This is an optimization exercise on Yosys and OpenROAD, whose aim is small area and a short achievable clock period, not a production implementation.
Function was checked by simulation only, so behaviour that the tests miss may differ from the original.

## run A
// pipe4stage
module pipe4stage (
  input  logic        clk1,
  input  logic        rst,
  input  logic [3:0]  rs1,
  input  logic [3:0]  rs2,
  input  logic [3:0]  rd,
  input  logic [3:0]  func,
  input  logic [7:0]  addr,
  input  logic        write,
  input  logic [7:0]  dbg_addr,
  output logic [15:0] zout,
  output logic [15:0] dbg_data
);
For scale: roughly 9800 cells after synthesis, about 67 I/O pins, ~170000 sq um of cells after synthesis.
Settings: LEC_CHECK=0, CAP_MARGIN=40, CORE_MARGIN=2, CORE_UTILIZATION=50, CTS_CLUSTER_DIAMETER=80, CTS_CLUSTER_SIZE=24, SETUP_SLACK_MARGIN=2.75, SLEW_MARGIN=40, SYNTH_HIERARCHICAL=1, TNS_END_PERCENT=10; clock period 5.8 ns.
run.sh (not shown) runs the stock make flow with config.mk's settings and CLKGATE_MAP_FILE= SYNTH_SCRIPT=/design/flow/synth_recipe.tcl, a recipe that flattens the netlist after the stock synthesis.
For run B, these inputs were changed with respect to run A:
# run A
export LEC_CHECK = 0
export CAP_MARGIN = 40
export CORE_MARGIN = 2
export CORE_UTILIZATION = 50
export CTS_CLUSTER_DIAMETER = 80
export CTS_CLUSTER_SIZE = 24
export SETUP_SLACK_MARGIN = 2.75
export SLEW_MARGIN = 40
export SYNTH_HIERARCHICAL = 1
export TNS_END_PERCENT = 10
create_clock -name core_clock -period 5.8 [get_ports {clk1}]
# run B
export LEC_CHECK = 0
export CAP_MARGIN = 40
export CORE_MARGIN = 2
export CORE_UTILIZATION = 50
export CTS_CLUSTER_DIAMETER = 80
export CTS_CLUSTER_SIZE = 24
export SETUP_SLACK_MARGIN = 3.15
export SLEW_MARGIN = 40
export SYNTH_HIERARCHICAL = 1
create_clock -name core_clock -period 5.8 [get_ports {clk1}]
Results
- Sort run B and run A by wire length of the first global-routing pass desc -> top: run B
- Diff run A -> run B: multi-input combinational cell count held steady, area added between synthesis and finish grew by 5.7 points.
- The endpoint of the worst setup timing path comes out dbg_q[41] in one run and dbg_data[4] in the other, namely in run A and run B respectively.
- The slowest cell on the critical path comes out sky130_fd_sc_hd__a221oi_1 in one run and sky130_fd_sc_hd__dfxtp_4 in the other, namely in run A and run B respectively.
Inputs modified between run B and run C:
# run B
export LEC_CHECK = 0
export CAP_MARGIN = 40
export CORE_MARGIN = 2
export CORE_UTILIZATION = 50
export CTS_CLUSTER_DIAMETER = 80
export CTS_CLUSTER_SIZE = 24
export SETUP_SLACK_MARGIN = 3.15
export SLEW_MARGIN = 40
export SYNTH_HIERARCHICAL = 1
create_clock -name core_clock -period 5.8 [get_ports {clk1}]
# run C
export LEC_CHECK = 0
export CAP_MARGIN = 40
export CORE_MARGIN = 2
export CORE_UTILIZATION = 50
export CTS_CLUSTER_DIAMETER = 80
export CTS_CLUSTER_SIZE = 24
export SETUP_SLACK_MARGIN = 3.0
export SLEW_MARGIN = 40
export SYNTH_HIERARCHICAL = 1
create_clock -name core_clock -period 5.8 [get_ports {clk1}]
## What came out
- In the tables for run C and run B, final instance count without filler cells reads lower with run C.
- Clock transition at the registers of the reported paths of run B is on par with run C.
- Reported for run C and run B, placeable core area turned out identical to the last digit.
- Run B → run C: fmax has remained practically unchanged, buffer count excluding the clock tree in the final layout now sits lower.
- [diff] cell area, run C relative to run B: improvement
- Compare run C and run B | measured slew at the worst slew-check pin higher: run B

* * *

tundra:
pipe4stage, a different RTL version from the one above (not shown whole).
Size in the first run: about 9700 cells after synthesis, roughly 67 I/O pins, ~0.17 sq mm of cells after synthesis.
## pipe4stage
module pipe4stage (
  input  logic        clk1,
  input  logic        rst,
  input  logic [3:0]  rs1,
  input  logic [3:0]  rs2,
  input  logic [3:0]  rd,
  input  logic [3:0]  func,
  input  logic [7:0]  addr,
  input  logic        write,
  input  logic [7:0]  dbg_addr,
  output logic [15:0] zout,
  output logic [15:0] dbg_data
);
clock: 5.8 ns
lec_check: 0
cap_margin: 40
core_margin: 2
core_utilization: 50
cts_cluster_diameter: 80
cts_cluster_size: 24
setup_slack_margin: 2.85
slew_margin: 40
synth_hierarchical: 1
tns_end_percent: 20
Having completed the whole flow, tundra delivered a layout that passed the timing, DRC and antenna checks.
Inputs modified between tundra and amber:
# tundra
export LEC_CHECK = 0
export CAP_MARGIN = 40
export CORE_MARGIN = 2
export CORE_UTILIZATION = 50
export CTS_CLUSTER_DIAMETER = 80
export CTS_CLUSTER_SIZE = 24
export SETUP_SLACK_MARGIN = 2.85
export SLEW_MARGIN = 40
export SYNTH_HIERARCHICAL = 1
export TNS_END_PERCENT = 20
create_clock -name core_clock -period 5.8 [get_ports {clk1}]
# amber
export LEC_CHECK = 0
export CAP_MARGIN = 40
export CORE_MARGIN = 2
export CORE_UTILIZATION = 60
export CTS_CLUSTER_DIAMETER = 80
export CTS_CLUSTER_SIZE = 24
export SETUP_SLACK_MARGIN = 3.0
export SLEW_MARGIN = 40
export SYNTH_HIERARCHICAL = 1
create_clock -name core_clock -period 5.8 [get_ports {clk1}]
Notes after the runs:
Relative to tundra, relative slew slack increased by 8.6 points in amber.
Compared with tundra, pin count of the biggest net entering global routing in amber increased by more than 10%.
Compared to tundra, amber has proportion of cell area occupied by registers 1.7 points lower.
For juniper, these inputs were changed with respect to amber:
# amber
export LEC_CHECK = 0
export CAP_MARGIN = 40
export CORE_MARGIN = 2
export CORE_UTILIZATION = 60
export CTS_CLUSTER_DIAMETER = 80
export CTS_CLUSTER_SIZE = 24
export SETUP_SLACK_MARGIN = 3.0
export SLEW_MARGIN = 40
export SYNTH_HIERARCHICAL = 1
create_clock -name core_clock -period 5.8 [get_ports {clk1}]
# juniper
export LEC_CHECK = 0
export CAP_MARGIN = 40
export CORE_MARGIN = 2
export CORE_UTILIZATION = 50
export CTS_CLUSTER_DIAMETER = 80
export CTS_CLUSTER_SIZE = 24
export SETUP_SLACK_MARGIN = 3.0
export SLEW_MARGIN = 40
export SYNTH_HIERARCHICAL = 1
create_clock -name core_clock -period 5.8 [get_ports {clk1}]
When juniper is set beside amber, its setup slack turns out to be 0.084 ns larger. The antenna diode count in juniper sits 1 below the value recorded for amber. Going from amber to juniper, the via count was found to have gone down by about 2.2%.

-- static timing again, ports no longer ideal --
No port has a modelled driver above. Below, the same layouts with a new extraction and two added sets of constraints.
Step 1 (the two cells are an assumption about what drives the block):
set clk [get_ports {clk1}]
set_driving_cell -lib_cell sky130_fd_sc_hd__clkbuf_16 $clk
set_driving_cell -lib_cell sky130_fd_sc_hd__buf_2 [delete_from_list [all_inputs] $clk]
Step 2 also shifts input and output timing later by t, the mid clock arrival at the registers, as if the neighbouring blocks saw the same clock.
Slacks: no drivers / after step 1 / after step 2; pairs: no drivers / after step 1.
run | shift t [ns] | setup WS [ns] | pins driven straight from the clock port
run A | 1.054 | 2.514 / 2.446 / 1.484 | 1
run B | 1.058 | 2.606 / 2.509 / 1.568 | 1
run C | 1.106 | 2.608 / 2.482 / 1.586 | 1
tundra | 1.075 | 2.657 / 2.433 / 1.359 | 1
amber | 1.046 | 2.614 / 2.419 / 1.373 | 1
juniper | 1.061 | 2.698 / 2.538 / 1.477 | 1
After both steps every run listed still meets setup and hold. The setup slack of tundra, which loses most, moves by -0.224 ns with the drivers and by -1.298 ns with both steps.
